What follows belongs to an exercise in optimizing a design on an open flow for small area, a short achievable clock period and few clock cycles; a production flow would make more cautious choices.
The RTL was checked by simulation tests, not by an equivalence proof against the original design.

`flow/config.mk`:
```
export PLATFORM = sky130hd
export DESIGN_NAME = sha224_message_digest
export DESIGN_NICKNAME = sha224_message_digest
export VERILOG_FILES = /design/flow/design.v
export SDC_FILE = /design/flow/constraint.sdc
export NUM_CORES = 4
export LEC_CHECK = 0
export CAP_MARGIN = 20
export CORE_MARGIN = 2
export CORE_UTILIZATION = 40
export SLEW_MARGIN = 20
```
`flow/constraint.sdc`:
```
create_clock -name core_clock -period 11.0 [get_ports {clk}]
set_input_delay 2.2000 -clock core_clock [delete_from_list [all_inputs] [get_ports {clk}]]
set_output_delay 2.2000 -clock core_clock [all_outputs]
set_load 0.01 [all_outputs]
```
`flow/design.v`:
```
package sha224_pkg;
    typedef logic [31:0]       word_t;
    typedef logic [7:0][31:0]  state8_t;    
    typedef logic [15:0][31:0] window_t;    
    typedef struct packed {
        logic  push;
        word_t word;
    } push_t;
    typedef struct packed {
        logic       busy;
        logic [3:0] fill;
    } core_status_t;
    localparam logic [2:0] LAST_DIGEST_IDX = 3'd6;
    localparam logic [3:0] LEN_SLOT_FILL   = 4'd14;
    localparam logic [3:0] FULL_FILL       = 4'd15;
    localparam logic [5:0] LAST_ROUND      = 6'd63;
    localparam word_t      PAD_WORD        = 32'h8000_0000;
    localparam state8_t INIT_HASH = {
        32'hBEFA4FA4, 32'h64F98FA7, 32'h68581511, 32'hFFC00B31,
        32'hF70E5939, 32'h3070DD17, 32'h367CD507, 32'hC1059ED8
    };
    function automatic word_t rotr(input word_t x, input int n);
        rotr = (x >> n) | (x << (32 - n));
    endfunction
    function automatic word_t big_sigma0(input word_t x);
        big_sigma0 = rotr(x, 2) ^ rotr(x, 13) ^ rotr(x, 22);
    endfunction
    function automatic word_t big_sigma1(input word_t x);
        big_sigma1 = rotr(x, 6) ^ rotr(x, 11) ^ rotr(x, 25);
    endfunction
    function automatic word_t small_sigma0(input word_t x);
        small_sigma0 = rotr(x, 7) ^ rotr(x, 18) ^ (x >> 3);
    endfunction
    function automatic word_t small_sigma1(input word_t x);
        small_sigma1 = rotr(x, 17) ^ rotr(x, 19) ^ (x >> 10);
    endfunction
    function automatic word_t round_k(input logic [5:0] idx);
        case (idx)
            6'd0:  round_k = 32'h428A2F98;
            6'd1:  round_k = 32'h71374491;
            6'd2:  round_k = 32'hB5C0FBCF;
            6'd3:  round_k = 32'hE9B5DBA5;
            6'd4:  round_k = 32'h3956C25B;
            6'd5:  round_k = 32'h59F111F1;
            6'd6:  round_k = 32'h923F82A4;
            6'd7:  round_k = 32'hAB1C5ED5;
            6'd8:  round_k = 32'hD807AA98;
            6'd9:  round_k = 32'h12835B01;
            6'd10: round_k = 32'h243185BE;
            6'd11: round_k = 32'h550C7DC3;
            6'd12: round_k = 32'h72BE5D74;
            6'd13: round_k = 32'h80DEB1FE;
            6'd14: round_k = 32'h9BDC06A7;
            6'd15: round_k = 32'hC19BF174;
            6'd16: round_k = 32'hE49B69C1;
            6'd17: round_k = 32'hEFBE4786;
            6'd18: round_k = 32'h0FC19DC6;
            6'd19: round_k = 32'h240CA1CC;
            6'd20: round_k = 32'h2DE92C6F;
            6'd21: round_k = 32'h4A7484AA;
            6'd22: round_k = 32'h5CB0A9DC;
            6'd23: round_k = 32'h76F988DA;
            6'd24: round_k = 32'h983E5152;
            6'd25: round_k = 32'hA831C66D;
            6'd26: round_k = 32'hB00327C8;
            6'd27: round_k = 32'hBF597FC7;
            6'd28: round_k = 32'hC6E00BF3;
            6'd29: round_k = 32'hD5A79147;
            6'd30: round_k = 32'h06CA6351;
            6'd31: round_k = 32'h14292967;
            6'd32: round_k = 32'h27B70A85;
            6'd33: round_k = 32'h2E1B2138;
            6'd34: round_k = 32'h4D2C6DFC;
            6'd35: round_k = 32'h53380D13;
            6'd36: round_k = 32'h650A7354;
            6'd37: round_k = 32'h766A0ABB;
            6'd38: round_k = 32'h81C2C92E;
            6'd39: round_k = 32'h92722C85;
            6'd40: round_k = 32'hA2BFE8A1;
            6'd41: round_k = 32'hA81A664B;
            6'd42: round_k = 32'hC24B8B70;
            6'd43: round_k = 32'hC76C51A3;
            6'd44: round_k = 32'hD192E819;
            6'd45: round_k = 32'hD6990624;
            6'd46: round_k = 32'hF40E3585;
            6'd47: round_k = 32'h106AA070;
            6'd48: round_k = 32'h19A4C116;
            6'd49: round_k = 32'h1E376C08;
            6'd50: round_k = 32'h2748774C;
            6'd51: round_k = 32'h34B0BCB5;
            6'd52: round_k = 32'h391C0CB3;
            6'd53: round_k = 32'h4ED8AA4A;
            6'd54: round_k = 32'h5B9CCA4F;
            6'd55: round_k = 32'h682E6FF3;
            6'd56: round_k = 32'h748F82EE;
            6'd57: round_k = 32'h78A5636F;
            6'd58: round_k = 32'h84C87814;
            6'd59: round_k = 32'h8CC70208;
            6'd60: round_k = 32'h90BEFFFA;
            6'd61: round_k = 32'hA4506CEB;
            6'd62: round_k = 32'hBEF9A3F7;
            6'd63: round_k = 32'hC67178F2;
            default: round_k = 32'h0000_0000;
        endcase
    endfunction
    localparam word_t H0 = 32'hC1059ED8;
    localparam word_t H1 = 32'h367CD507;
    localparam word_t H2 = 32'h3070DD17;
    localparam word_t H3 = 32'hF70E5939;
    localparam word_t H4 = 32'hFFC00B31;
    localparam word_t H5 = 32'h68581511;
    localparam word_t H6 = 32'h64F98FA7;
    localparam word_t H7 = 32'hBEFA4FA4;
endpackage
module sha224_round (
    input  logic [31:0] a,
    input  logic [31:0] b,
    input  logic [31:0] c,
    input  logic [31:0] d,
    input  logic [31:0] e,
    input  logic [31:0] f,
    input  logic [31:0] g,
    input  logic [31:0] h,
    input  logic [31:0] k,
    input  logic [31:0] w,
    output logic [31:0] a_next,
    output logic [31:0] e_next
);
    logic [31:0] s1, ch, s0, mj;
    logic [31:0] x0, y0, x1, y1, x2, y2, x3, y3;
    logic [31:0] p1, q1, p2, q2, p3, q3, p4, q4;
    always_comb
    begin
        s1 = sha224_pkg::big_sigma1(e);
        ch = (e & f) | (~e & g);
        s0 = sha224_pkg::big_sigma0(a);
        mj = (a & b) | (a & c) | (b & c);
        x0 = h ^ k ^ w;
        y0 = ((h & k) | (h & w) | (k & w)) << 1;
        x1 = x0 ^ y0 ^ d;
        y1 = ((x0 & y0) | (x0 & d) | (y0 & d)) << 1;
        x2 = s1 ^ ch ^ x1;
        y2 = ((s1 & ch) | (s1 & x1) | (ch & x1)) << 1;
        x3 = x2 ^ y2 ^ y1;
        y3 = ((x2 & y2) | (x2 & y1) | (y2 & y1)) << 1;
        e_next = x3 + y3;
        p1 = s1 ^ ch ^ x0;
        q1 = ((s1 & ch) | (s1 & x0) | (ch & x0)) << 1;
        p2 = s0 ^ mj ^ y0;
        q2 = ((s0 & mj) | (s0 & y0) | (mj & y0)) << 1;
        p3 = p1 ^ q1 ^ p2;
        q3 = ((p1 & q1) | (p1 & p2) | (q1 & p2)) << 1;
        p4 = p3 ^ q3 ^ q2;
        q4 = ((p3 & q3) | (p3 & q2) | (q3 & q2)) << 1;
        a_next = p4 + q4;
    end
endmodule
module sha224_core (
    input  logic        clk,
    input  logic        start,        
    input  logic        init,         
    input  logic        adv,          
    input  logic        sched_on,     
    input  logic [5:0]  rnd_next,     
    input  logic [15:0] win_en,       
    input  logic [31:0] feed_word,    
    input  logic        add_step,     
    input  logic        add_init,     
    input  logic [1:0]  step,         
    input  logic        rot_a,        
    input  logic        rot_e,        
    output logic [31:0] out_a,        
    output logic [31:0] out_e         
);
    logic [31:0] a, b, c, d, e, f, g, h;
    logic [31:0] k_reg;
    logic [15:0][31:0] win;
    logic [3:0][31:0]  ra;            
    logic [3:0][31:0]  re;            
    logic [31:0] a_next, e_next;
    logic [31:0] sched_word;
    logic [31:0] top_word;
    logic [31:0] xa, xe, ya, ye, sum_a, sum_e;
    logic [31:0] ia, ie;
    sha224_round u_round (
        .a (a), .b (b), .c (c), .d (d), .e (e), .f (f), .g (g), .h (h),
        .k (k_reg), .w (win[0]),
        .a_next (a_next), .e_next (e_next)
    );
    logic [31:0] u0, v0, u1, v1, sg0, sg1;
    always_comb
    begin
        sg0 = sha224_pkg::small_sigma0(win[1]);
        sg1 = sha224_pkg::small_sigma1(win[14]);
        u0  = win[9] ^ win[0] ^ sg0;
        v0  = ((win[9] & win[0]) | (win[9] & sg0) | (win[0] & sg0)) << 1;
        u1  = u0 ^ v0 ^ sg1;
        v1  = ((u0 & v0) | (u0 & sg1) | (v0 & sg1)) << 1;
        sched_word = u1 + v1;
    end
    assign top_word = sched_on ? sched_word : feed_word;
    always_ff @(posedge clk)
    begin
        for (int i = 0; i < 15; i++)
        begin
            if (win_en[i])
            begin
                win[i] <= win[i + 1];
            end
        end
        if (win_en[15])
        begin
            win[15] <= top_word;
        end
    end
    always_ff @(posedge clk)
    begin
        k_reg <= sha224_pkg::round_k(rnd_next);
    end
    always_ff @(posedge clk)
    begin
        if (start)
        begin
            a <= init ? sha224_pkg::H0 : ra[3];
            b <= init ? sha224_pkg::H1 : ra[2];
            c <= init ? sha224_pkg::H2 : ra[1];
            d <= init ? sha224_pkg::H3 : ra[0];
            e <= init ? sha224_pkg::H4 : re[3];
            f <= init ? sha224_pkg::H5 : re[2];
            g <= init ? sha224_pkg::H6 : re[1];
            h <= init ? sha224_pkg::H7 : re[0];
        end
        else if (adv)
        begin
            a <= a_next;
            b <= a;
            c <= b;
            d <= c;
            e <= e_next;
            f <= e;
            g <= f;
            h <= g;
        end
    end
    always_comb
    begin
        case (step)
            2'd0:    begin ia = sha224_pkg::H3; ie = sha224_pkg::H7; end
            2'd1:    begin ia = sha224_pkg::H2; ie = sha224_pkg::H6; end
            2'd2:    begin ia = sha224_pkg::H1; ie = sha224_pkg::H5; end
            default: begin ia = sha224_pkg::H0; ie = sha224_pkg::H4; end
        endcase
        xa = add_init ? ia : ra[0];
        xe = add_init ? ie : re[0];
        ya = add_step ? a : '0;
        ye = add_step ? e : '0;
        sum_a = xa + ya;
        sum_e = xe + ye;
    end
    always_ff @(posedge clk)
    begin
        if (rot_a)
        begin
            ra <= {sum_a, ra[3:1]};
        end
        if (rot_e)
        begin
            re <= {sum_e, re[3:1]};
        end
    end
    assign out_a = ra[3];
    assign out_e = re[3];
endmodule
module sha224_pad (
    input  logic        clk,
    input  logic        rst_n,
    input  logic        ins,           
    input  logic        pos13,         
    input  logic        msg_valid,
    input  logic [31:0] data_word,
    input  logic [2:0]  byte_count,
    input  logic        last_word,
    output logic [31:0] feed_word,
    output logic        feed_avail,    
    output logic        feed_msg,      
    output logic        feed_first,    
    output logic        feed_lenlo     
);
    typedef enum logic [2:0] {F_MSG, F_PAD, F_ZERO, F_LEN_HI, F_LEN_LO} feed_state_t;
    feed_state_t state_reg;
    logic [60:0] bytes_reg;
    logic        first_reg;
    logic [2:0]  count_sat;
    logic [31:0] tail_word;
    logic [2:0]  fill_state;
    assign count_sat  = (byte_count > 3'd4) ? 3'd4 : byte_count;
    assign fill_state = pos13 ? F_LEN_HI : F_ZERO;
    always_comb
    begin
        case (count_sat)
            3'd0:    tail_word = sha224_pkg::PAD_WORD;
            3'd1:    tail_word = {data_word[31:24], 24'h80_0000};
            3'd2:    tail_word = {data_word[31:16], 16'h8000};
            3'd3:    tail_word = {data_word[31:8], 8'h80};
            default: tail_word = data_word;
        endcase
    end
    always_comb
    begin
        case (state_reg)
            F_MSG:    feed_word = last_word ? tail_word : data_word;
            F_PAD:    feed_word = sha224_pkg::PAD_WORD;
            F_LEN_HI: feed_word = bytes_reg[60:29];
            F_LEN_LO: feed_word = {bytes_reg[28:0], 3'b000};
            default:  feed_word = '0;
        endcase
    end
    assign feed_msg   = (state_reg == F_MSG);
    assign feed_avail = !feed_msg || msg_valid;
    assign feed_first = first_reg;
    assign feed_lenlo = (state_reg == F_LEN_LO);
    always_ff @(posedge clk or negedge rst_n)
    begin
        if (!rst_n)
        begin
            state_reg <= F_MSG;
            bytes_reg <= '0;
            first_reg <= 1'b1;
        end
        else if (ins)
        begin
            case (state_reg)
                F_MSG:
                begin
                    first_reg <= 1'b0;
                    if (!last_word)
                    begin
                        bytes_reg <= bytes_reg + 61'd4;
                    end
                    else
                    begin
                        bytes_reg <= bytes_reg + {58'd0, count_sat};
                        state_reg <= (count_sat == 3'd4) ? F_PAD : feed_state_t'(fill_state);
                    end
                end
                F_PAD, F_ZERO:
                begin
                    state_reg <= feed_state_t'(fill_state);
                end
                F_LEN_HI:
                begin
                    state_reg <= F_LEN_LO;
                end
                default:
                begin
                    state_reg <= F_MSG;
                    bytes_reg <= '0;
                    first_reg <= 1'b1;
                end
            endcase
        end
    end
endmodule
module sha224_message_digest (
    input  logic         clk,
    input  logic         rst_n,
    input  logic         msg_valid,
    output logic         msg_ready,
    input  logic [31:0]  msg_data_word,
    input  logic [2:0]   msg_byte_count,
    input  logic         msg_last_word,
    output logic         digest_valid,
    input  logic         digest_ready,
    output logic [31:0]  digest_digest_word,
    output logic [2:0]   digest_word_index,
    output logic         digest_digest_last
);
    typedef enum logic [1:0] {S_IDLE, S_RUN, S_FIN} core_state_t;
    core_state_t state_reg;
    logic [5:0]  rnd_reg;
    logic        blk_first_reg;    
    logic        blk_last_reg;     
    logic        nxt_first_reg;    
    logic        nxt_last_reg;     
    logic        full_reg;         
    logic [3:0]  pos_reg;          
    logic [3:0]  base_reg;         
    logic        broken_reg;       
    logic        dbusy_reg;        
    logic        dvalid_reg;
    logic [2:0]  didx_reg;
    logic [1:0]  drot_reg;         
    logic        running, fin, stall, adv, tail, fill, start, add_step;
    logic        can_ins, ins, ins_tail, ins_fill;
    logic        drain_rot, out_accept;
    logic [5:0]  rnd_next;
    logic [3:0]  pos_next;
    logic [15:0] win_en;
    logic [31:0] feed_word;
    logic        feed_avail, feed_msg, feed_first, feed_lenlo;
    logic [31:0] out_a, out_e;
    assign running  = (state_reg == S_RUN);
    assign fin      = (state_reg == S_FIN);
    assign stall    = running && (rnd_reg == 6'd61) && dbusy_reg;
    assign adv      = running && !stall;
    assign tail     = adv && rnd_reg[5] && rnd_reg[4];
    assign fill     = !running && !full_reg;
    assign start    = full_reg && ((state_reg == S_IDLE) || (fin && blk_last_reg));
    assign add_step = (adv && (rnd_reg[5:2] == 4'hF) && (rnd_reg[1:0] != 2'd0)) || fin;
    assign can_ins  = (tail && !broken_reg) || fill;
    assign ins_tail = tail && !broken_reg && feed_avail;
    assign ins_fill = fill && feed_avail;
    assign ins      = ins_tail || ins_fill;
    assign msg_ready = can_ins && feed_msg;
    assign pos_next = ins ? pos_reg + 4'd1 : pos_reg;
    assign rnd_next = start ? 6'd0 : (adv ? rnd_reg + 6'd1 : rnd_reg);
    always_comb
    begin
        for (int i = 0; i < 16; i++)
        begin
            win_en[i] = adv || (ins_fill && (4'(i) >= base_reg));
        end
    end
    sha224_pad u_pad (
        .clk        (clk),
        .rst_n      (rst_n),
        .ins        (ins),
        .pos13      (pos_reg == 4'd13),
        .msg_valid  (msg_valid),
        .data_word  (msg_data_word),
        .byte_count (msg_byte_count),
        .last_word  (msg_last_word),
        .feed_word  (feed_word),
        .feed_avail (feed_avail),
        .feed_msg   (feed_msg),
        .feed_first (feed_first),
        .feed_lenlo (feed_lenlo)
    );
    assign out_accept = dvalid_reg && digest_ready;
    assign drain_rot  = dbusy_reg && !dvalid_reg;
    sha224_core u_core (
        .clk       (clk),
        .start     (start),
        .init      (nxt_first_reg),
        .adv       (adv),
        .sched_on  (running && !(rnd_reg[5] && rnd_reg[4])),
        .rnd_next  (rnd_next),
        .win_en    (win_en),
        .feed_word (feed_word),
        .add_step  (add_step),
        .add_init  (add_step && blk_first_reg),
        .step      (fin ? 2'd3 : rnd_reg[1:0] - 2'd1),
        .rot_a     (add_step || (drain_rot && !didx_reg[2])),
        .rot_e     (add_step || (drain_rot && didx_reg[2])),
        .out_a     (out_a),
        .out_e     (out_e)
    );
    always_ff @(posedge clk or negedge rst_n)
    begin
        if (!rst_n)
        begin
            state_reg     <= S_IDLE;
            rnd_reg       <= '0;
            blk_first_reg <= 1'b0;
            blk_last_reg  <= 1'b0;
            nxt_first_reg <= 1'b0;
            nxt_last_reg  <= 1'b0;
            full_reg      <= 1'b0;
            pos_reg       <= '0;
            base_reg      <= '0;
            broken_reg    <= 1'b0;
        end
        else
        begin
            rnd_reg <= rnd_next;
            pos_reg <= pos_next;
            case (state_reg)
                S_RUN:
                begin
                    if (adv && rnd_reg == 6'd63)
                    begin
                        state_reg <= S_FIN;
                        base_reg  <= pos_next;
                    end
                end
                default:
                begin
                    state_reg <= start ? S_RUN : S_IDLE;
                end
            endcase
            if (start)
            begin
                blk_first_reg <= nxt_first_reg;
                blk_last_reg  <= nxt_last_reg;
                full_reg      <= 1'b0;
                broken_reg    <= 1'b0;
            end
            if (tail && !ins_tail)
            begin
                broken_reg <= 1'b1;
            end
            if (ins)
            begin
                if (pos_reg == 4'd0)
                begin
                    nxt_first_reg <= feed_first && feed_msg;
                end
                if (pos_reg == 4'd15)
                begin
                    nxt_last_reg <= feed_lenlo;
                    full_reg     <= 1'b1;
                end
            end
        end
    end
    always_ff @(posedge clk or negedge rst_n)
    begin
        if (!rst_n)
        begin
            dbusy_reg  <= 1'b0;
            dvalid_reg <= 1'b0;
            didx_reg   <= '0;
            drot_reg   <= '0;
        end
        else
        begin
            if (fin && blk_last_reg)
            begin
                dbusy_reg  <= 1'b1;
                dvalid_reg <= 1'b1;
                didx_reg   <= '0;
            end
            else if (out_accept)
            begin
                if (didx_reg == sha224_pkg::LAST_DIGEST_IDX)
                begin
                    dbusy_reg  <= 1'b0;
                    dvalid_reg <= 1'b0;
                end
                else if (didx_reg == 3'd3)
                begin
                    didx_reg <= 3'd4;
                end
                else
                begin
                    didx_reg   <= didx_reg + 3'd1;
                    dvalid_reg <= 1'b0;
                    drot_reg   <= 2'd3;
                end
            end
            else if (drain_rot)
            begin
                drot_reg <= drot_reg - 2'd1;
                if (drot_reg == 2'd1)
                begin
                    dvalid_reg <= 1'b1;
                end
            end
        end
    end
    assign digest_valid       = dvalid_reg;
    assign digest_digest_word = didx_reg[2] ? out_e : out_a;
    assign digest_word_index  = didx_reg;
    assign digest_digest_last = (didx_reg == sha224_pkg::LAST_DIGEST_IDX);
endmodule
```
`flow/run.sh`:
```
#!/bin/bash
# synth_recipe.tcl (not shown) runs the flow's synth.tcl, then flattens the netlist and writes it again
# the make line also repeats each setting of config.mk as NAME=value (left out here)
make -C /OpenROAD-flow-scripts/flow DESIGN_CONFIG=/design/flow/config.mk WORK_HOME=/design/flow/orfs CLKGATE_MAP_FILE= SYNTH_SCRIPT=/design/flow/synth_recipe.tcl finish
```
==> results.tsv, run 1 <==
metric	value	unit
cp_common_cell	a21oi_1	
regMostFlops	u_core.win	
post-route-min-period	6650	ps
finClkSkew	43.5	ps
worst_ep_required_time	11520	ps
cts_made_buffers	130	
arrival	7170	ps
synth_nets	5697	
drt_iter0_drc	4862	
dp.cells	7092	
core	0.156	sq mm
cts_hold_buf	0	
vias	41900	
slew_headroom	0.220	
cts_tree	yes	
netlist_area	0.0627	sq mm
critical_path_class	reg -> reg	
rsz0062_at_grt	no	
grt_overflow	0	
grt_pass1_wl	281000	um
status	no timing/DRC/antenna violations	
cp_max_fo	38	
synthArstFlopShare	0.0817	
synth-seq-cells	1150	
synthTopCellsByCount	1,024 x edfxtp_1, 629 x nand2_1, 343 x xnor2_1, 298 x o21ai_0, 296 x fa_1	
final_cells	7333	
dieArea	0.160	sq mm
drc	0	
top_regs	u_core.win: 512 flops, u_core.ra: 128 flops, u_core.re: 128 flops	
htree_num_levels	4	
drv_slew	0	
dp_slack	4510	ps
finalWorstSetupSlack	4350	ps
clk_latency	800	ps
start_util	0.402	
post_cts_resized	0	
die_y	400	um
nets	5695	
cap_violations	0	
pin_count	78	
ys_types	103	
synthTopCellsByArea	edfxtp_1 49%, fa_1 9.4%, xnor2_1 4.8%	
syn_to_final_growth	11.7	%
drive_gt1_frac	0.0742	
root_buffer	clkbuf_16	
std_cell_rows	145	
ant_nets	0	
critPathCaptureType	flop	
crit_slowest_cell	nor2_1	
clkSinkCount	1150	
wl	195000	um
synth_largest_area_cell	edfxtp_1	
drt_pass1_iterations	9	
fmax	150	MHz
gp_congestion	0.933	
cpPeakStageDelay	540	ps
io_buffers	77	
whs	396	ps
synth-edff-count	1024	
synth_top_area_frac	0.490	
crit_chain	nor2b_1 -> o21a_1 -> nand3_1 -> o21ai_4 -> buf_4 -> nand2_2 -> buf_4 -> nor2_1 -> a21o_1 -> ha_1 -> a21oi_1 -> a2bb2oi_1 -> a21oi_1 -> a221o_1 -> o31ai_2 -> o211ai_1 -> a31o_1 -> a21oi_1 -> xor2_1	
cts_setup_buffers	0	
hold_class	reg -> reg	
ys_warn_count	4	
syn_area_per_cell	12.1	sq um
setup_viol	0	
synthFlopType	edfxtp_1	
grt_pass1_vias	40300	
synth_cells	5170	
grt_max_degree	97	
setup_tns	0	ps
vias_per_cell	5.71	
antenna_found_initial	4	
synth.most_common_cell	edfxtp_1	
place_hpwl	143000	um
clk_pin_slew_worst_paths	60	ps
wl_per_cell	26.6	um
startpoint_type	flop	
cts_max_path_buffers	3	
largest_register_ffs	512	
die_x	400	um
grtUsageTotal	0.243	
fin_crit_sh	0.605	
worst_pin_slew	1160	ps
ys_seq_area_frac	0.538	
hold_viol_final	0	
## stage by stage
step | utilization | cell area (sq um)
2_1_floorplan | - | 62700
3_3_place_gp | 0.420 | 65600
3_5_place_dp | 0.421 | 65600
4_1_cts | 0.449 | 70000
5_1_grt | 0.449 | 70100
6_report | 0.449 | 70100
## layer usage
layer | up-vias | part of all wire | GRT usage
li1 | 18500 | - | -
met1 | 21400 | 0.44 | 0.352
met2 | 1710 | 0.45 | 0.370
met3 | 280 | 0.078 | 0.0431
met4 | 2 | 0.032 | 0.0775
met5 | - | 0.000046 | 0
## final cells by class
| cell class | instances | area (sq um) |
|---|---|---|
| inverters | 259 | 972 |
| multi-input cells | 3490 | 27100 |
| diodes | 3 | 7.51 |
| clock inverters | 65 | 1000 |
| repair buffers | 137 | 1240 |
| clock buffers | 171 | 3420 |
| well taps | 2058 | 2570 |
| flip-flops and latches | 1150 | 33700 |
| fillers | 14300 | 85900 |
## cells in the final DEF, fill, tap and decap left out, types with 27 or more instances in the layout
| cell type | Yosys | routed |
|---|---|---|
| nand3b_1 | 128 | 128 |
| mux2_2 | 69 | 69 |
| nand4_1 | 31 | 31 |
| a211oi_1 | 43 | 43 |
| a222oi_1 | 27 | 27 |
| clkdlybuf4s50_1 | 0 | 76 |
| xor2_1 | 117 | 117 |
| a21oi_1 | 192 | 190 |
| dfxtp_1 | 32 | 32 |
| edfxtp_1 | 1024 | 1024 |
| clkbuf_1 | 213 | 40 |
| a21o_1 | 125 | 123 |
| nor2_1 | 244 | 239 |
| xnor2_1 | 343 | 343 |
| clkbuf_16 | 0 | 130 |
| o211ai_1 | 31 | 31 |
| and2_1 | 91 | 91 |
| a31oi_1 | 30 | 29 |
| nand3_1 | 75 | 75 |
| o21a_1 | 37 | 37 |
| buf_4 | 3 | 58 |
| dfrtp_1 | 93 | 91 |
| o21ai_0 | 298 | 295 |
| nand2_1 | 629 | 626 |
| ha_1 | 191 | 191 |
| o22ai_1 | 31 | 31 |
| nor3_1 | 68 | 66 |
| fa_1 | 296 | 296 |
| inv_1 | 253 | 253 |
## critical path: cells and delay by family, from the launching register on
family	cells	cell delay, ps
fa+ha+maj	1	220
compound gates	11	2950
flops	1	430
buf+inv	2	820
xor+xnor	1	90
simple gates	4	1780
## final timing paths
path / from / endpoint / slack (ps) / depth (start not counted)
worst max-delay path: state_reg[0] / u_core.ra[127] / 4350 / 19
worst min-delay path: u_core.win[187] / u_core.win[155] / 400 / 0
worst max register to register: state_reg[0] / u_core.ra[127] / 4350 / 19
worst min register to register: u_core.win[187] / u_core.win[155] / 400 / 0
max in group asynchronous: rst_n / nxt_first_reg / 8280 / 2
min in group asynchronous: rst_n / u_pad.bytes_reg[40] / 1330 / 1
## kinds of logic (layout without fill, tap and decap cells)
| group | count (synthesis) | in the layout | share of synthesized area |
|---|---|---|---|
| DFF | 1150 | 1150 | 0.538 |
| other | 0 | 3 | 0 |
| xor gates and xnor gates | 460 | 460 | 0.0642 |
| and+or+nand+nor | 1419 | 1419 | 0.108 |
| AOI/OAI and AO/OA | 1020 | 1020 | 0.106 |
| adders and majority gates | 508 | 508 | 0.136 |
| muxes | 83 | 83 | 0.0149 |
| buffers and inverters | 530 | 632 | 0.0326 |
Testbench counts, summed over its fixed seeds: cycles 50,088.
==> run 2, diff against run 1 <==
--- a/flow/design.v
+++ b/flow/design.v
@@ -35,4 +35,56 @@
         small_sigma1 = rotr(x, 17) ^ rotr(x, 19) ^ (x >> 10);
     endfunction
+    function automatic logic [63:0] csa42(input word_t x1, input word_t x2,
+                                          input word_t x3, input word_t x4);
+        word_t p, t, co, ci, s, c;
+        p  = x1 ^ x2;
+        t  = p ^ (x3 ^ x4);
+        for (int i = 0; i < 32; i++)
+        begin
+            co[i] = p[i] ? x3[i] : x1[i];
+        end
+        ci = co << 1;
+        s  = t ^ ci;
+        for (int i = 0; i < 32; i++)
+        begin
+            c[i] = t[i] ? ci[i] : x4[i];
+        end
+        csa42 = {c << 1, s};
+    endfunction
+    function automatic word_t add_ks(input word_t x, input word_t y);
+        word_t g, p, gg, pp;
+        g  = x & y;
+        p  = x ^ y;
+        gg = g;
+        pp = p;
+        for (int d = 1; d < 32; d = d * 2)
+        begin
+            for (int i = 31; i >= d; i--)
+            begin
+                gg[i] = gg[i] | (pp[i] & gg[i - d]);
+                pp[i] = pp[i] & pp[i - d];
+            end
+        end
+        add_ks = p ^ (gg << 1);
+    endfunction
+    function automatic word_t add_sk(input word_t x, input word_t y);
+        word_t g, p, gg, pp;
+        g  = x & y;
+        p  = x ^ y;
+        gg = g;
+        pp = p;
+        for (int l = 0; l < 5; l++)
+        begin
+            for (int i = 0; i < 32; i++)
+            begin
+                if (((i >> l) & 1) == 1)
+                begin
+                    gg[i] = gg[i] | (pp[i] & gg[((i >> l) << l) - 1]);
+                    pp[i] = pp[i] & pp[((i >> l) << l) - 1];
+                end
+            end
+        end
+        add_sk = p ^ (gg << 1);
+    endfunction
     function automatic word_t round_k(input logic [5:0] idx);
         case (idx)
@@ -128,6 +180,5 @@
 );
     logic [31:0] s1, ch, s0, mj;
-    logic [31:0] x0, y0, x1, y1, x2, y2, x3, y3;
-    logic [31:0] p1, q1, p2, q2, p3, q3, p4, q4;
+    logic [31:0] x0, y0, x1, y1, x2, y2, x3, y3, x4, y4;
     always_comb
     begin
@@ -138,20 +189,10 @@
         x0 = h ^ k ^ w;
         y0 = ((h & k) | (h & w) | (k & w)) << 1;
-        x1 = x0 ^ y0 ^ d;
-        y1 = ((x0 & y0) | (x0 & d) | (y0 & d)) << 1;
-        x2 = s1 ^ ch ^ x1;
-        y2 = ((s1 & ch) | (s1 & x1) | (ch & x1)) << 1;
-        x3 = x2 ^ y2 ^ y1;
-        y3 = ((x2 & y2) | (x2 & y1) | (y2 & y1)) << 1;
-        e_next = x3 + y3;
-        p1 = s1 ^ ch ^ x0;
-        q1 = ((s1 & ch) | (s1 & x0) | (ch & x0)) << 1;
-        p2 = s0 ^ mj ^ y0;
-        q2 = ((s0 & mj) | (s0 & y0) | (mj & y0)) << 1;
-        p3 = p1 ^ q1 ^ p2;
-        q3 = ((p1 & q1) | (p1 & p2) | (q1 & p2)) << 1;
-        p4 = p3 ^ q3 ^ q2;
-        q4 = ((p3 & q3) | (p3 & q2) | (q3 & q2)) << 1;
-        a_next = p4 + q4;
+        {y1, x1} = sha224_pkg::csa42(s1, ch, s0, mj);
+        {y2, x2} = sha224_pkg::csa42(x1, y1, x0, y0);
+        a_next = sha224_pkg::add_ks(x2, y2);
+        {y3, x3} = sha224_pkg::csa42(d, h, k, w);
+        {y4, x4} = sha224_pkg::csa42(s1, ch, x3, y3);
+        e_next = sha224_pkg::add_ks(x4, y4);
     end
 endmodule
@@ -165,6 +206,6 @@
     input  logic [15:0] win_en,       
     input  logic [31:0] feed_word,    
-    input  logic        add_step,     
-    input  logic        add_init,     
+    input  logic        drain,        
+    input  logic        init_lane,    
     input  logic [1:0]  step,         
     input  logic        rot_a,        
@@ -181,5 +222,5 @@
     logic [31:0] sched_word;
     logic [31:0] top_word;
-    logic [31:0] xa, xe, ya, ye, sum_a, sum_e;
+    logic [31:0] xa, xe, sum_a, sum_e;
     logic [31:0] ia, ie;
     sha224_round u_round (
@@ -188,14 +229,10 @@
         .a_next (a_next), .e_next (e_next)
     );
-    logic [31:0] u0, v0, u1, v1, sg0, sg1;
+    logic [31:0] u0, v0;
     always_comb
     begin
-        sg0 = sha224_pkg::small_sigma0(win[1]);
-        sg1 = sha224_pkg::small_sigma1(win[14]);
-        u0  = win[9] ^ win[0] ^ sg0;
-        v0  = ((win[9] & win[0]) | (win[9] & sg0) | (win[0] & sg0)) << 1;
-        u1  = u0 ^ v0 ^ sg1;
-        v1  = ((u0 & v0) | (u0 & sg1) | (v0 & sg1)) << 1;
-        sched_word = u1 + v1;
+        {v0, u0} = sha224_pkg::csa42(sha224_pkg::small_sigma1(win[14]), win[9],
+                                     sha224_pkg::small_sigma0(win[1]), win[0]);
+        sched_word = sha224_pkg::add_sk(u0, v0);
     end
     assign top_word = sched_on ? sched_word : feed_word;
@@ -222,12 +259,12 @@
         if (start)
         begin
-            a <= init ? sha224_pkg::H0 : ra[3];
-            b <= init ? sha224_pkg::H1 : ra[2];
-            c <= init ? sha224_pkg::H2 : ra[1];
-            d <= init ? sha224_pkg::H3 : ra[0];
-            e <= init ? sha224_pkg::H4 : re[3];
-            f <= init ? sha224_pkg::H5 : re[2];
-            g <= init ? sha224_pkg::H6 : re[1];
-            h <= init ? sha224_pkg::H7 : re[0];
+            a <= init ? sha224_pkg::H0 : sum_a;
+            b <= init ? sha224_pkg::H1 : ra[3];
+            c <= init ? sha224_pkg::H2 : ra[2];
+            d <= init ? sha224_pkg::H3 : ra[1];
+            e <= init ? sha224_pkg::H4 : sum_e;
+            f <= init ? sha224_pkg::H5 : re[3];
+            g <= init ? sha224_pkg::H6 : re[2];
+            h <= init ? sha224_pkg::H7 : re[1];
         end
         else if (adv)
@@ -251,10 +288,8 @@
             default: begin ia = sha224_pkg::H0; ie = sha224_pkg::H4; end
         endcase
-        xa = add_init ? ia : ra[0];
-        xe = add_init ? ie : re[0];
-        ya = add_step ? a : '0;
-        ye = add_step ? e : '0;
-        sum_a = xa + ya;
-        sum_e = xe + ye;
+        xa = (init_lane && !drain) ? ia : ra[0];
+        xe = (init_lane && !drain) ? ie : re[0];
+        sum_a = sha224_pkg::add_sk(xa, drain ? '0 : a);
+        sum_e = sha224_pkg::add_sk(xe, drain ? '0 : e);
     end
     always_ff @(posedge clk)
@@ -289,5 +324,8 @@
     typedef enum logic [2:0] {F_MSG, F_PAD, F_ZERO, F_LEN_HI, F_LEN_LO} feed_state_t;
     feed_state_t state_reg;
-    logic [60:0] bytes_reg;
+    logic [58:0] words_reg;        
+    logic [1:0]  rem_reg;          
+    logic [60:0] bytes;
+    logic        word_inc;
     logic        first_reg;
     logic [2:0]  count_sat;
@@ -295,4 +333,6 @@
     logic [2:0]  fill_state;
     assign count_sat  = (byte_count > 3'd4) ? 3'd4 : byte_count;
+    assign bytes      = {words_reg, rem_reg};
+    assign word_inc   = ins && (state_reg == F_MSG) && (!last_word || count_sat[2]);
     assign fill_state = pos13 ? F_LEN_HI : F_ZERO;
     always_comb
@@ -311,6 +351,6 @@
             F_MSG:    feed_word = last_word ? tail_word : data_word;
             F_PAD:    feed_word = sha224_pkg::PAD_WORD;
-            F_LEN_HI: feed_word = bytes_reg[60:29];
-            F_LEN_LO: feed_word = {bytes_reg[28:0], 3'b000};
+            F_LEN_HI: feed_word = bytes[60:29];
+            F_LEN_LO: feed_word = {bytes[28:0], 3'b000};
             default:  feed_word = '0;
         endcase
@@ -324,6 +364,21 @@
         if (!rst_n)
         begin
+            words_reg <= '0;
+        end
+        else if (ins && state_reg == F_LEN_LO)
+        begin
+            words_reg <= '0;
+        end
+        else if (word_inc)
+        begin
+            words_reg <= words_reg + 59'd1;
+        end
+    end
+    always_ff @(posedge clk or negedge rst_n)
+    begin
+        if (!rst_n)
+        begin
             state_reg <= F_MSG;
-            bytes_reg <= '0;
+            rem_reg   <= '0;
             first_reg <= 1'b1;
         end
@@ -334,11 +389,7 @@
                 begin
                     first_reg <= 1'b0;
-                    if (!last_word)
+                    if (last_word)
                     begin
-                        bytes_reg <= bytes_reg + 61'd4;
-                    end
-                    else
-                    begin
-                        bytes_reg <= bytes_reg + {58'd0, count_sat};
+                        rem_reg   <= count_sat[1:0];
                         state_reg <= (count_sat == 3'd4) ? F_PAD : feed_state_t'(fill_state);
                     end
@@ -355,5 +406,5 @@
                 begin
                     state_reg <= F_MSG;
-                    bytes_reg <= '0;
+                    rem_reg   <= '0;
                     first_reg <= 1'b1;
                 end
@@ -400,4 +451,8 @@
     logic        feed_avail, feed_msg, feed_first, feed_lenlo;
     logic [31:0] out_a, out_e;
+    logic        ibv_reg;
+    logic [31:0] ib_data_reg;
+    logic [2:0]  ib_count_reg;
+    logic        ib_last_reg;
     assign running  = (state_reg == S_RUN);
     assign fin      = (state_reg == S_FIN);
@@ -406,11 +461,32 @@
     assign tail     = adv && rnd_reg[5] && rnd_reg[4];
     assign fill     = !running && !full_reg;
-    assign start    = full_reg && ((state_reg == S_IDLE) || (fin && blk_last_reg));
-    assign add_step = (adv && (rnd_reg[5:2] == 4'hF) && (rnd_reg[1:0] != 2'd0)) || fin;
+    assign start    = full_reg && ((state_reg == S_IDLE) || fin);
+    assign add_step = (adv && (rnd_reg[5:2] == 4'hF) && (rnd_reg[1:0] != 2'd0))
+                   || (fin && (blk_last_reg || full_reg));
     assign can_ins  = (tail && !broken_reg) || fill;
     assign ins_tail = tail && !broken_reg && feed_avail;
     assign ins_fill = fill && feed_avail;
     assign ins      = ins_tail || ins_fill;
-    assign msg_ready = can_ins && feed_msg;
+    assign msg_ready = !ibv_reg || (can_ins && feed_msg);
+    always_ff @(posedge clk or negedge rst_n)
+    begin
+        if (!rst_n)
+        begin
+            ibv_reg <= 1'b0;
+        end
+        else if (msg_ready)
+        begin
+            ibv_reg <= msg_valid;
+        end
+    end
+    always_ff @(posedge clk)
+    begin
+        if (msg_ready)
+        begin
+            ib_data_reg  <= msg_data_word;
+            ib_count_reg <= msg_byte_count;
+            ib_last_reg  <= msg_last_word;
+        end
+    end
     assign pos_next = ins ? pos_reg + 4'd1 : pos_reg;
     assign rnd_next = start ? 6'd0 : (adv ? rnd_reg + 6'd1 : rnd_reg);
@@ -427,8 +503,8 @@
         .ins        (ins),
         .pos13      (pos_reg == 4'd13),
-        .msg_valid  (msg_valid),
-        .data_word  (msg_data_word),
-        .byte_count (msg_byte_count),
-        .last_word  (msg_last_word),
+        .msg_valid  (ibv_reg),
+        .data_word  (ib_data_reg),
+        .byte_count (ib_count_reg),
+        .last_word  (ib_last_reg),
         .feed_word  (feed_word),
         .feed_avail (feed_avail),
@@ -448,6 +524,6 @@
         .win_en    (win_en),
         .feed_word (feed_word),
-        .add_step  (add_step),
-        .add_init  (add_step && blk_first_reg),
+        .drain     (drain_rot),
+        .init_lane (blk_first_reg),
         .step      (fin ? 2'd3 : rnd_reg[1:0] - 2'd1),
         .rot_a     (add_step || (drain_rot && !didx_reg[2])),
@@ -484,4 +560,15 @@
                     end
                 end
+                S_FIN:
+                begin
+                    if (start)
+                    begin
+                        state_reg <= S_RUN;
+                    end
+                    else if (blk_last_reg)
+                    begin
+                        state_reg <= S_IDLE;
+                    end
+                end
                 default:
                 begin
==> flow/flow/run.sh (new file) <==
#!/bin/bash
# Standard layout, with timing repair aimed below the clock period so that the
# achieved period comes out shorter. The SDC and clock period are the standard flow's own.
set -euo pipefail
bash standard.sh SETUP_SLACK_MARGIN=6.5 finish > standard_flow.log 2>&1
==> flow/standard.sh (new file) <==
#!/bin/bash
# synth_recipe.tcl (not shown) runs the flow's synth.tcl, then flattens the netlist and writes it again
# the make line also repeats each setting of config.mk as NAME=value (left out here)
make -C /OpenROAD-flow-scripts/flow DESIGN_CONFIG=/design/flow/config.mk WORK_HOME=/design/flow/orfs CLKGATE_MAP_FILE= SYNTH_SCRIPT=/design/flow/synth_recipe.tcl "${@:-finish}"
--- a/flow/config.mk
+++ b/flow/config.mk
@@ -6,6 +6,7 @@
 export NUM_CORES = 4
 export LEC_CHECK = 0
+export ABC_AREA = 1
 export CAP_MARGIN = 20
 export CORE_MARGIN = 2
-export CORE_UTILIZATION = 40
+export CORE_UTILIZATION = 60
 export SLEW_MARGIN = 20
removed: flow/run.sh
==> run 2 against run 1 <==
Still clean. Via count grew 34%. Final cell count is 26% higher. First-iteration DRC count up 67%. Design area grew 15%. Synthesized cell count grew 40%. Global-route usage up 16 points. Count of clock-buffer cells in the layout is 15 lower. Worst setup slack gained 1900 ps. Largest cell class unchanged. Highest routed layer unchanged.
==> results.tsv, run 2 <==
metric	value	unit	change
die_y	340	um	was 400 um
synth_top_area_frac	0.470		was 0.490
clk_latency	780	ps	was 800 ps
synthArstFlopShare	0.0800		was 0.0817
dp.cells	8705		was 7,092
hold_viol_final	0		unchanged
dp_slack	5250	ps	was 4510 ps
hold_class	reg -> reg		unchanged
slew_headroom	0.169		was 0.220
synth-edff-count	1060		was 1,024
synth_xor_area_frac	0.0894		was 0.0642
setup_tns	0	ps	unchanged
nets	7927		was 5,695
finalWorstSetupSlack	6210	ps	was 4350 ps
start_util	0.603		was 0.402
worst_pin_slew	1230	ps	was 1160 ps
dieArea	0.115	sq mm	was 0.160 sq mm
status	no timing/DRC/antenna violations		unchanged
cpPeakStageDelay	610	ps	was 540 ps
ys_types	82		was 103
core	0.112	sq mm	was 0.156 sq mm
synthMuxAreaShare	0.00383		was 0.0149
cts_max_path_buffers	3		unchanged
gp_congestion	1.03		was 0.933
drc	0		unchanged
synth_nets	7537		was 5,697
largest_register_ffs	512		unchanged
synthTopCellsByCount	1,539 x nand2_1, 1,060 x edfxtp_1, 981 x inv_1, 500 x o21ai_0, 483 x nor2_1		was 1,024 x edfxtp_1, 629 x nand2_1, 343 x xnor2_1, 298 x o21ai_0, 296 x fa_1
cp.buffers_inverters	2		unchanged
die_x	340	um	was 400 um
wl	243000	um	was 195,000 um
synthTopCellsByArea	edfxtp_1 47%, nand2_1 8.5%, inv_1 5.4%		was edfxtp_1 49%, fa_1 9.4%, xnor2_1 4.8%
synth-compound-area-share	0.103		was 0.106
pin_count	78		unchanged
grt_max_degree	92		was 97
grt_overflow	0		unchanged
ys_seq_area_frac	0.515		was 0.538
synth-simple-area-share	0.169		was 0.108
synth.most_common_cell	nand2_1		was edfxtp_1
crit_chain	xnor2_1 -> xor2_2 -> xnor2_1 -> xor2_1 -> nand2_1 -> nand4_1 -> nand2_1 -> inv_1 -> nand2_1 -> nand2_1 -> xnor2_1 -> ha_2 -> a21oi_2 -> o211ai_1 -> buf_4 -> nand2_1 -> nand2_2 -> nand3_1 -> nand2_1 -> or2_2 -> nand3_1 -> nand2_1		was nor2b_1 -> o21a_1 -> nand3_1 -> o21ai_4 -> buf_4 -> nand2_2 -> buf_4 -> nor2_1 -> a21o_1 -> ha_1 -> a21oi_1 -> a2bb2oi_1 -> a21oi_1 -> a221o_1 -> o31ai_2 -> o211ai_1 -> a31o_1 -> a21oi_1 -> xor2_1
ant_nets	0		unchanged
grt_pass1_wl	338000	um	was 281,000 um
critical_path_class	reg -> reg		unchanged
syn_to_final_growth	19.1	%	was 11.7%
vias_per_cell	6.09		was 5.71
cp_common_cell	nand2_1		was a21oi_1
whs	402	ps	was 396 ps
final_cells	9241		was 7,333
fmax	209	MHz	was 150 MHz
grtUsageTotal	0.401		was 0.243
synthFlopType	edfxtp_1		unchanged
synth_largest_area_cell	edfxtp_1		unchanged
arrival	5280	ps	was 7170 ps
cts_made_buffers	130		unchanged
cts_hold_buf	0		unchanged
fill_cells	8014		was 14,300
setup_viol	0		unchanged
wl_per_cell	26.3	um	was 26.6 um
finClkSkew	45.1	ps	was 43.5 ps
antenna_found_initial	16		was 4
ys_warn_count	4		unchanged
cts_tree	yes		unchanged
crit_family	XOR/XNOR gates		was compound AO/OA/AOI/OAI gates
final_cell_mix	1,396 x nand2_1, 1,060 x edfxtp_1, 944 x inv_1, 450 x nor2_1, 421 x o21ai_0		was 1,024 x edfxtp_1, 626 x nand2_1, 343 x xnor2_1, 296 x fa_1, 295 x o21ai_0
top_regs	u_core.win: 512 flops, u_core.ra: 128 flops, u_core.re: 128 flops		unchanged
synth-seq-cells	1187		was 1,150
netlist_area	0.0677	sq mm	was 0.0627 sq mm
rsz0062_at_grt	yes		was no
drt_iter0_drc	8119		was 4,862
drt_pass1_iterations	7		was 9
synth_fa_ha_area_frac	0.0536		was 0.136
std_cell_rows	123		was 145
synth_cells	7236		was 5,170
grt_pass1_vias	52000		was 40,300
clkSinkCount	1187		was 1,150
clk_pin_slew_worst_paths	60	ps	about the same
htree_num_levels	4		unchanged
fin_crit_sh	0.436		was 0.605
drive_gt1_frac	0.168		was 0.0742
place_hpwl	169000	um	was 143,000 um
final_common_cell	nand2_1		was edfxtp_1
synth_top_family_by_area	simple AND/OR/NAND/NOR gates		was adder cells
critPathCaptureType	flop		unchanged
post-route-min-period	4790	ps	was 6650 ps
drv_slew	0		unchanged
cp_max_fo	5		was 38
regMostFlops	u_core.win		unchanged
syn_area_per_cell	9.35	sq um	was 12.1 sq um
io_buffers	77		unchanged
vias	56300		was 41,900
root_buffer	clkbuf_16		unchanged
worst_ep_required_time	11490	ps	was 11,520 ps
startpoint_type	flop		unchanged
crit_slowest_cell	edfxtp_1		was nor2_1
cap_violations	0		unchanged
[run 2: cell types whose count changed after synthesis, sizes merged, moves of 249 or more]
cell / change
inv: +742
nor2: +257
fa: -249
xor2: +300
nand2: +949
nand3: +267
[run 2: logic make-up after synthesis]
| logic type | count (synthesis) |
|---|---|
| fa+ha+maj | 262 |
| flops | 1187 |
| buf+inv | 1166 |
| mux | 24 |
| simple gates | 2680 |
| xor+xnor | 686 |
| compound gates | 1231 |
[run 2: path summary, 6_finish.rpt]
| check | startpoint | end | slack [ps] | cells after the start |
|---|---|---|---|---|
| setup / recovery | u_core.a[25] | u_core.a[25] | 6210 | 22 |
| hold reg to reg | u_core.win[276] | u_core.win[244] | 400 | 0 |
| min in group asynchronous | rst_n | u_pad.rem_reg[0] | 1430 | 1 |
| max in group asynchronous | rst_n | u_pad.words_reg[53] | 8370 | 2 |
| hold / removal | u_core.win[276] | u_core.win[244] | 400 | 0 |
| setup reg to reg | u_core.a[25] | u_core.a[25] | 6210 | 22 |
[run 2: final cells by class]
| cell class | instances | area (sq um) | share of cell area |
|---|---|---|---|
| flip-flops and latches | 1187 | 34900 | 0.433 |
| multi-input cells | 4883 | 31900 | 0.396 |
| inverters | 1003 | 3790 | 0.0471 |
| repair buffers | 421 | 3730 | 0.0463 |
| clock buffers | 156 | 3420 | 0.0425 |
| well taps | 1500 | 1880 | 0.0233 |
| clock inverters | 81 | 982 | 0.0122 |
| diodes | 10 | 25.0 | 0.000311 |
[run 2: through the flow]
| stage | util | instance area [sq um] |
|---|---|---|
| floorplan | - | 67700 |
| global placement | 0.626 | 70200 |
| detailed placement | 0.626 | 70200 |
| CTS | 0.687 | 77100 |
| global route | 0.718 | 80500 |
| finish | 0.718 | 80600 |
[run 2: metal layers]
| layer | track usage | vias to the layer above | wire length (um) |
|---|---|---|---|
| li1 | - | 24900 | - |
| met1 | 0.562 | 27000 | 91700 |
| met2 | 0.583 | 3693 | 104000 |
| met3 | 0.109 | 664 | 34000 |
| met4 | 0.182 | 8 | 13500 |
| met5 | 0.00327 | - | 57 |
[run 2: repair_timing]
action,CTS,global route
cloned,2,3
setup buffers,154,129
pin swaps,54,157
endpoints found under the setup margin,153,93
gates resized for setup,293,541
Testbench counts of run 2, summed over its fixed seeds: cycles 49,720.
==> run 3, diff against run 2 <==
--- a/flow/design.v
+++ b/flow/design.v
@@ -211,6 +211,6 @@
     input  logic        rot_a,        
     input  logic        rot_e,        
-    output logic [31:0] out_a,        
-    output logic [31:0] out_e         
+    input  logic        e_to_a,       
+    output logic [31:0] out_a         
 );
     logic [31:0] a, b, c, d, e, f, g, h;
@@ -288,5 +288,5 @@
             default: begin ia = sha224_pkg::H0; ie = sha224_pkg::H4; end
         endcase
-        xa = (init_lane && !drain) ? ia : ra[0];
+        xa = e_to_a ? re[3] : (init_lane && !drain) ? ia : ra[0];
         xe = (init_lane && !drain) ? ie : re[0];
         sum_a = sha224_pkg::add_sk(xa, drain ? '0 : a);
@@ -305,5 +305,4 @@
     end
     assign out_a = ra[3];
-    assign out_e = re[3];
 endmodule
 module sha224_pad (
@@ -320,8 +319,10 @@
     output logic        feed_msg,      
     output logic        feed_first,    
-    output logic        feed_lenlo     
+    output logic        feed_lenlo,    
+    output logic        feed_msg_next  
 );
     typedef enum logic [2:0] {F_MSG, F_PAD, F_ZERO, F_LEN_HI, F_LEN_LO} feed_state_t;
     feed_state_t state_reg;
+    feed_state_t state_next;
     logic [58:0] words_reg;        
     logic [1:0]  rem_reg;          
@@ -375,4 +376,20 @@
         end
     end
+    always_comb
+    begin
+        state_next = state_reg;
+        if (ins)
+        begin
+            case (state_reg)
+                F_MSG:    state_next = !last_word ? F_MSG
+                                     : (count_sat == 3'd4) ? F_PAD : feed_state_t'(fill_state);
+                F_PAD,
+                F_ZERO:   state_next = feed_state_t'(fill_state);
+                F_LEN_HI: state_next = F_LEN_LO;
+                default:  state_next = F_MSG;
+            endcase
+        end
+    end
+    assign feed_msg_next = (state_next == F_MSG);
     always_ff @(posedge clk or negedge rst_n)
     begin
@@ -383,31 +400,28 @@
             first_reg <= 1'b1;
         end
-        else if (ins)
+        else
         begin
-            case (state_reg)
-                F_MSG:
-                begin
-                    first_reg <= 1'b0;
-                    if (last_word)
+            state_reg <= state_next;
+            if (ins)
+            begin
+                case (state_reg)
+                    F_MSG:
                     begin
-                        rem_reg   <= count_sat[1:0];
-                        state_reg <= (count_sat == 3'd4) ? F_PAD : feed_state_t'(fill_state);
+                        first_reg <= 1'b0;
+                        if (last_word)
+                        begin
+                            rem_reg <= count_sat[1:0];
+                        end
                     end
-                end
-                F_PAD, F_ZERO:
-                begin
-                    state_reg <= feed_state_t'(fill_state);
-                end
-                F_LEN_HI:
-                begin
-                    state_reg <= F_LEN_LO;
-                end
-                default:
-                begin
-                    state_reg <= F_MSG;
-                    rem_reg   <= '0;
-                    first_reg <= 1'b1;
-                end
-            endcase
+                    F_LEN_LO:
+                    begin
+                        rem_reg   <= '0;
+                        first_reg <= 1'b1;
+                    end
+                    default:
+                    begin
+                    end
+                endcase
+            end
         end
     end
@@ -428,31 +442,36 @@
 );
     typedef enum logic [1:0] {S_IDLE, S_RUN, S_FIN} core_state_t;
-    core_state_t state_reg;
-    logic [5:0]  rnd_reg;
+    core_state_t state_reg, state_next;
+    logic [5:0]  rnd_reg, rnd_next;
     logic        blk_first_reg;    
     logic        blk_last_reg;     
     logic        nxt_first_reg;    
     logic        nxt_last_reg;     
-    logic        full_reg;         
-    logic [3:0]  pos_reg;          
+    logic        full_reg, full_next;       
+    logic [3:0]  pos_reg, pos_next;         
     logic [3:0]  base_reg;         
-    logic        broken_reg;       
-    logic        dbusy_reg;        
+    logic        broken_reg, broken_next;   
+    logic        dbusy_reg, dbusy_next;     
     logic        dvalid_reg;
     logic [2:0]  didx_reg;
+    logic        dlast_reg;
     logic [1:0]  drot_reg;         
+    logic        dvalid_next;
+    logic [2:0]  didx_next;
+    logic        dlast_next;
+    logic [1:0]  drot_next;
+    logic        drain_reg;        
     logic        running, fin, stall, adv, tail, fill, start, add_step;
     logic        can_ins, ins, ins_tail, ins_fill;
     logic        drain_rot, out_accept;
-    logic [5:0]  rnd_next;
-    logic [3:0]  pos_next;
     logic [15:0] win_en;
     logic [31:0] feed_word;
-    logic        feed_avail, feed_msg, feed_first, feed_lenlo;
-    logic [31:0] out_a, out_e;
-    logic        ibv_reg;
+    logic        feed_avail, feed_msg, feed_first, feed_lenlo, feed_msg_next;
+    logic        ibv_reg, ibv_next;
     logic [31:0] ib_data_reg;
     logic [2:0]  ib_count_reg;
     logic        ib_last_reg;
+    logic        rdy_reg;
+    logic        running_n, stall_n, tail_n, fill_n, can_ins_n;
     assign running  = (state_reg == S_RUN);
     assign fin      = (state_reg == S_FIN);
@@ -468,5 +487,28 @@
     assign ins_fill = fill && feed_avail;
     assign ins      = ins_tail || ins_fill;
-    assign msg_ready = !ibv_reg || (can_ins && feed_msg);
+    assign out_accept = dvalid_reg && digest_ready;
+    assign drain_rot  = drain_reg;
+    assign msg_ready = rdy_reg;
+    assign ibv_next  = rdy_reg ? msg_valid : ibv_reg;
+    always_comb
+    begin
+        state_next = state_reg;
+        case (state_reg)
+            S_RUN:   if (adv && rnd_reg == 6'd63) state_next = S_FIN;
+            S_FIN:   if (start) state_next = S_RUN; else if (blk_last_reg) state_next = S_IDLE;
+            default: if (start) state_next = S_RUN;
+        endcase
+    end
+    assign rnd_next    = start ? 6'd0 : (adv ? rnd_reg + 6'd1 : rnd_reg);
+    assign pos_next    = ins ? pos_reg + 4'd1 : pos_reg;
+    assign full_next   = start ? 1'b0 : (full_reg || (ins && pos_reg == 4'd15));
+    assign broken_next = start ? 1'b0 : (broken_reg || (tail && !ins_tail));
+    assign dbusy_next  = (fin && blk_last_reg)
+                      || (dbusy_reg && !(out_accept && didx_reg == sha224_pkg::LAST_DIGEST_IDX));
+    assign running_n = (state_next == S_RUN);
+    assign stall_n   = running_n && (rnd_next == 6'd61) && dbusy_next;
+    assign tail_n    = running_n && !stall_n && rnd_next[5] && rnd_next[4];
+    assign fill_n    = !running_n && !full_next;
+    assign can_ins_n = (tail_n && !broken_next) || fill_n;
     always_ff @(posedge clk or negedge rst_n)
     begin
@@ -474,13 +516,15 @@
         begin
             ibv_reg <= 1'b0;
+            rdy_reg <= 1'b1;
         end
-        else if (msg_ready)
+        else
         begin
-            ibv_reg <= msg_valid;
+            ibv_reg <= ibv_next;
+            rdy_reg <= !ibv_next || (can_ins_n && feed_msg_next);
         end
     end
     always_ff @(posedge clk)
     begin
-        if (msg_ready)
+        if (rdy_reg)
         begin
             ib_data_reg  <= msg_data_word;
@@ -489,6 +533,4 @@
         end
     end
-    assign pos_next = ins ? pos_reg + 4'd1 : pos_reg;
-    assign rnd_next = start ? 6'd0 : (adv ? rnd_reg + 6'd1 : rnd_reg);
     always_comb
     begin
@@ -499,20 +541,19 @@
     end
     sha224_pad u_pad (
-        .clk        (clk),
-        .rst_n      (rst_n),
-        .ins        (ins),
-        .pos13      (pos_reg == 4'd13),
-        .msg_valid  (ibv_reg),
-        .data_word  (ib_data_reg),
-        .byte_count (ib_count_reg),
-        .last_word  (ib_last_reg),
-        .feed_word  (feed_word),
-        .feed_avail (feed_avail),
-        .feed_msg   (feed_msg),
-        .feed_first (feed_first),
-        .feed_lenlo (feed_lenlo)
+        .clk           (clk),
+        .rst_n         (rst_n),
+        .ins           (ins),
+        .pos13         (pos_reg == 4'd13),
+        .msg_valid     (ibv_reg),
+        .data_word     (ib_data_reg),
+        .byte_count    (ib_count_reg),
+        .last_word     (ib_last_reg),
+        .feed_word     (feed_word),
+        .feed_avail    (feed_avail),
+        .feed_msg      (feed_msg),
+        .feed_first    (feed_first),
+        .feed_lenlo    (feed_lenlo),
+        .feed_msg_next (feed_msg_next)
     );
-    assign out_accept = dvalid_reg && digest_ready;
-    assign drain_rot  = dbusy_reg && !dvalid_reg;
     sha224_core u_core (
         .clk       (clk),
@@ -527,8 +568,8 @@
         .init_lane (blk_first_reg),
         .step      (fin ? 2'd3 : rnd_reg[1:0] - 2'd1),
-        .rot_a     (add_step || (drain_rot && !didx_reg[2])),
+        .rot_a     (add_step || drain_rot),
         .rot_e     (add_step || (drain_rot && didx_reg[2])),
-        .out_a     (out_a),
-        .out_e     (out_e)
+        .e_to_a    (drain_rot && didx_reg[2]),
+        .out_a     (digest_digest_word)
     );
     always_ff @(posedge clk or negedge rst_n)
@@ -546,44 +587,22 @@
             base_reg      <= '0;
             broken_reg    <= 1'b0;
+            dbusy_reg     <= 1'b0;
         end
         else
         begin
-            rnd_reg <= rnd_next;
-            pos_reg <= pos_next;
-            case (state_reg)
-                S_RUN:
-                begin
-                    if (adv && rnd_reg == 6'd63)
-                    begin
-                        state_reg <= S_FIN;
-                        base_reg  <= pos_next;
-                    end
-                end
-                S_FIN:
-                begin
-                    if (start)
-                    begin
-                        state_reg <= S_RUN;
-                    end
-                    else if (blk_last_reg)
-                    begin
-                        state_reg <= S_IDLE;
-                    end
-                end
-                default:
-                begin
-                    state_reg <= start ? S_RUN : S_IDLE;
-                end
-            endcase
+            state_reg  <= state_next;
+            rnd_reg    <= rnd_next;
+            pos_reg    <= pos_next;
+            full_reg   <= full_next;
+            broken_reg <= broken_next;
+            dbusy_reg  <= dbusy_next;
+            if (adv && rnd_reg == 6'd63)
+            begin
+                base_reg <= pos_next;
+            end
             if (start)
             begin
                 blk_first_reg <= nxt_first_reg;
                 blk_last_reg  <= nxt_last_reg;
-                full_reg      <= 1'b0;
-                broken_reg    <= 1'b0;
-            end
-            if (tail && !ins_tail)
-            begin
-                broken_reg <= 1'b1;
             end
             if (ins)
@@ -596,57 +615,57 @@
                 begin
                     nxt_last_reg <= feed_lenlo;
-                    full_reg     <= 1'b1;
                 end
             end
         end
     end
+    always_comb
+    begin
+        dvalid_next = dvalid_reg;
+        didx_next   = didx_reg;
+        dlast_next  = dlast_reg;
+        drot_next   = drot_reg;
+        if (fin && blk_last_reg)
+        begin
+            dvalid_next = 1'b1;
+            didx_next   = '0;
+            dlast_next  = 1'b0;
+        end
+        else if (out_accept)
+        begin
+            dvalid_next = 1'b0;
+            didx_next   = didx_reg + 3'd1;
+            dlast_next  = (didx_reg == 3'd5);
+            drot_next   = (didx_reg == 3'd3) ? 2'd1 : 2'd3;
+        end
+        else if (drain_rot)
+        begin
+            drot_next = drot_reg - 2'd1;
+            if (drot_reg == 2'd1)
+            begin
+                dvalid_next = 1'b1;
+            end
+        end
+    end
     always_ff @(posedge clk or negedge rst_n)
     begin
         if (!rst_n)
         begin
-            dbusy_reg  <= 1'b0;
             dvalid_reg <= 1'b0;
             didx_reg   <= '0;
+            dlast_reg  <= 1'b0;
             drot_reg   <= '0;
+            drain_reg  <= 1'b0;
         end
         else
         begin
-            if (fin && blk_last_reg)
-            begin
-                dbusy_reg  <= 1'b1;
-                dvalid_reg <= 1'b1;
-                didx_reg   <= '0;
-            end
-            else if (out_accept)
-            begin
-                if (didx_reg == sha224_pkg::LAST_DIGEST_IDX)
-                begin
-                    dbusy_reg  <= 1'b0;
-                    dvalid_reg <= 1'b0;
-                end
-                else if (didx_reg == 3'd3)
-                begin
-                    didx_reg <= 3'd4;
-                end
-                else
-                begin
-                    didx_reg   <= didx_reg + 3'd1;
-                    dvalid_reg <= 1'b0;
-                    drot_reg   <= 2'd3;
-                end
-            end
-            else if (drain_rot)
-            begin
-                drot_reg <= drot_reg - 2'd1;
-                if (drot_reg == 2'd1)
-                begin
-                    dvalid_reg <= 1'b1;
-                end
-            end
+            dvalid_reg <= dvalid_next;
+            didx_reg   <= didx_next;
+            dlast_reg  <= dlast_next;
+            drot_reg   <= drot_next;
+            drain_reg  <= dbusy_next && !dvalid_next;
         end
     end
     assign digest_valid       = dvalid_reg;
-    assign digest_digest_word = didx_reg[2] ? out_e : out_a;
     assign digest_word_index  = didx_reg;
-    assign digest_digest_last = (didx_reg == sha224_pkg::LAST_DIGEST_IDX);
+    assign digest_digest_last = dlast_reg;
 endmodule
==> run 3 against run 2 <==
Largest cell class unchanged. Clock skew up 59 ps. Synthesized area increased by 0.97%. Non-clock buffer count up 42. Still clean.
==> results.tsv, run 3 <==
metric	value	unit	change
status	no timing/DRC/antenna violations		unchanged
htree_num_levels	3		was 4
antenna_found_initial	23		was 16
cp_common_cell	a21oi_1		was nand2_1
synth-edff-count	1060		unchanged
synth_top_area_frac	0.466		was 0.470
grt_pass1_vias	54100		was 52,000
clkSinkCount	1190		was 1,187
largest_register_ffs	512		unchanged
drv_slew	0		unchanged
synthFlopType	edfxtp_1		unchanged
fin_crit_sh	0.503		was 0.436
cts_tree	yes		unchanged
grt_overflow	0		unchanged
gp_congestion	1.04		was 1.03
pin_count	78		unchanged
fill_cells	7746		was 8,014
syn_area_per_cell	9.41	sq um	was 9.35 sq um
regMostFlops	u_core.win		unchanged
die_x	341	um	was 340 um
root_buffer	clkbuf_16		unchanged
synth_largest_area_cell	edfxtp_1		unchanged
synth.most_common_cell	nand2_1		unchanged
synthTopCellsByArea	edfxtp_1 47%, nand2_1 8.3%, xor2_1 5.3%		was edfxtp_1 47%, nand2_1 8.5%, inv_1 5.4%
vias_per_cell	6.36		was 6.09
synth_nets	7563		was 7,537
crit_slowest_cell	o21ai_0		was edfxtp_1
ant_nets	0		unchanged
hold_class	reg -> reg		unchanged
worst_ep_required_time	11550	ps	was 11,490 ps
critPathCaptureType	flop		unchanged
crit_chain	xnor2_1 -> xor2_1 -> inv_1 -> or2_2 -> nand2_1 -> xor2_1 -> nor2_1 -> a21oi_1 -> ha_1 -> a21oi_1 -> o21ai_0 -> a21oi_1 -> o21ai_0 -> a21o_1 -> a21oi_4 -> inv_2 -> nand2_1 -> a21oi_4 -> o21bai_4		was xnor2_1 -> xor2_2 -> xnor2_1 -> xor2_1 -> nand2_1 -> nand4_1 -> nand2_1 -> inv_1 -> nand2_1 -> nand2_1 -> xnor2_1 -> ha_2 -> a21oi_2 -> o211ai_1 -> buf_4 -> nand2_1 -> nand2_2 -> nand3_1 -> nand2_1 -> or2_2 -> nand3_1 -> nand2_1
rsz0062_at_grt	yes		unchanged
slew_headroom	0.207		was 0.169
worst_pin_slew	1180	ps	was 1230 ps
core	0.113	sq mm	was 0.112 sq mm
synth_cells	7258		was 7,236
drt_iter0_drc	9569		was 8,119
final_cell_mix	1,394 x nand2_1, 1,060 x edfxtp_1, 911 x inv_1, 438 x nor2_1, 367 x a21oi_1		was 1,396 x nand2_1, 1,060 x edfxtp_1, 944 x inv_1, 450 x nor2_1, 421 x o21ai_0
ys_warn_count	4		unchanged
dieArea	0.117	sq mm	was 0.115 sq mm
synthTopCellsByCount	1,508 x nand2_1, 1,060 x edfxtp_1, 946 x inv_1, 461 x nor2_1, 425 x o21ai_0		was 1,539 x nand2_1, 1,060 x edfxtp_1, 981 x inv_1, 500 x o21ai_0, 483 x nor2_1
wl	268000	um	was 243,000 um
ys_types	78		was 82
startpoint_type	flop		unchanged
synthArstFlopShare	0.0824		was 0.0800
setup_tns	0	ps	unchanged
io_buffers	77		unchanged
reg2regPathDepth	19		was 22
cts_made_buffers	121		was 130
finClkSkew	105	ps	was 45.1 ps
synth-seq-cells	1190		was 1,187
top_regs	u_core.win: 512 flops, u_core.ra: 128 flops, u_core.re: 128 flops		unchanged
critical_path_class	reg -> reg		unchanged
holdPathStages	0		unchanged
cts_max_path_buffers	3		unchanged
drt_pass1_iterations	12		was 7
cp_max_fo	7		was 5
grt_pass1_wl	362000	um	was 338,000 um
place_hpwl	184000	um	was 169,000 um
crit_start	u_core.win[450]		was u_core.a[25]
post-route-min-period	5530	ps	was 4790 ps
drive_gt1_frac	0.181		was 0.168
std_cell_rows	123		unchanged
final_util	0.725		was 0.718
netlist_area	0.0683	sq mm	was 0.0677 sq mm
vias	59000		was 56,300
run 3: path summary, 6_finish.rpt:
check,endpoint,slack (ps)
worst min-delay path,u_core.win[330],320
min in group asynchronous,u_pad.words_reg[5],1550
max in group asynchronous,base_reg[2],8290
worst min register to register,u_core.win[330],320
worst max-delay path,u_core.win[510],5470
worst max register to register,u_core.win[510],5470
run 3: critical path, delay by kind of cell, from the launching register on:
kind / cells / cell delay, ps
AO/OA/AOI/OAI: 9 / 2550
XOR/XNOR: 3 / 1070
adder cells (fa/ha/maj): 1 / 270
buffers and inverters: 2 / 260
flip-flops: 1 / 530
AND/OR/NAND/NOR: 4 / 690
run 3: repair_timing:
item                       in CTS  in global routing
pin swaps                      85                179
resized for setup             326                464
gates cloned                    1                  2
setup endpoints to repair     137                 94
setup buffers                 184                140
run 3: routing by layer:
layer  track usage  share of wire  vias to the layer above
met3         0.128           0.15                     1214
met2         0.607           0.41                     4768
met4         0.266          0.086                       14
li1              -              -                    25000
met1         0.584           0.36                    28000
met5             0        0.00056                        -
run 3: area by class of cell:
class	count	area, sq um	share of cell area
multi-input cells	4887	32600	0.398
flip-flops and latches	1190	34900	0.428
well taps	1500	1880	0.0230
clock inverters	93	1270	0.0156
inverters	990	3760	0.0460
diodes	11	27.5	0.000337
repair buffers	463	4150	0.0507
clock buffers	137	3130	0.0383
repair inverters	1	5.00	0.0000613
run 3: through the flow:
stage                     setup WS, ps  instance area, sq um  hold WS (ps)  std cells
final                             5470                 81700           318       9272
after global routing              5770                 81700           333       9261
after CTS                         6460                 78100           328       9114
after detailed placement          5200                 70600           405       8699
after global placement            5410                 70600           400       8697
after floorplan                   6270                 68300           400       7258
run 3: logic make-up (layout without fill, tap and decap cells):
| group | Yosys count | count (layout) | share of synthesized area |
|---|---|---|---|
| DFF | 1190 | 1190 | 0.511 |
| xor gates and xnor gates | 694 | 694 | 0.0929 |
| AOI/OAI and AO/OA | 1184 | 1184 | 0.0986 |
| and+or+nand+nor | 2719 | 2720 | 0.171 |
| other | 0 | 11 | 0 |
| buffers and inverters | 1182 | 1684 | 0.0690 |
| adders and majority gates | 267 | 267 | 0.0540 |
| muxes | 22 | 22 | 0.00346 |
Testbench counts of run 3, summed over its fixed seeds: cycles 49,728.

==> what the ideal ports hide <==
How much do the figures lean on ideal ports? The routed layouts below were timed once more, with nothing changed but the port constraints.
Step 1: set_driving_cell puts a clkbuf_16 on clk and a buf_2 on each other input, an assumption about the parent block.
Step 2 moves the port delays by t, midway between the first and last clock arrival at a register: inputs arrive t later, outputs are due t later. That takes back most of the time a late clock gives input paths.
Slacks: no drivers / after step 1 / after step 2; pairs: no drivers / after step 1.
| run | t (ns) | setup WS [ns] | worst setup path at the end | pins driven straight from the clock port |
|---|---|---|---|---|
| run 1 | 0.851 | 4.349 / 4.349 / 4.349 | register to register | 1 |
| run 2 | 0.841 | 6.206 / 6.206 / 6.206 | register to register | 1 |
| run 3 | 0.816 | 5.471 / 5.471 / 5.471 | register to register | 1 |
After both steps setup and hold are still met in every run listed.
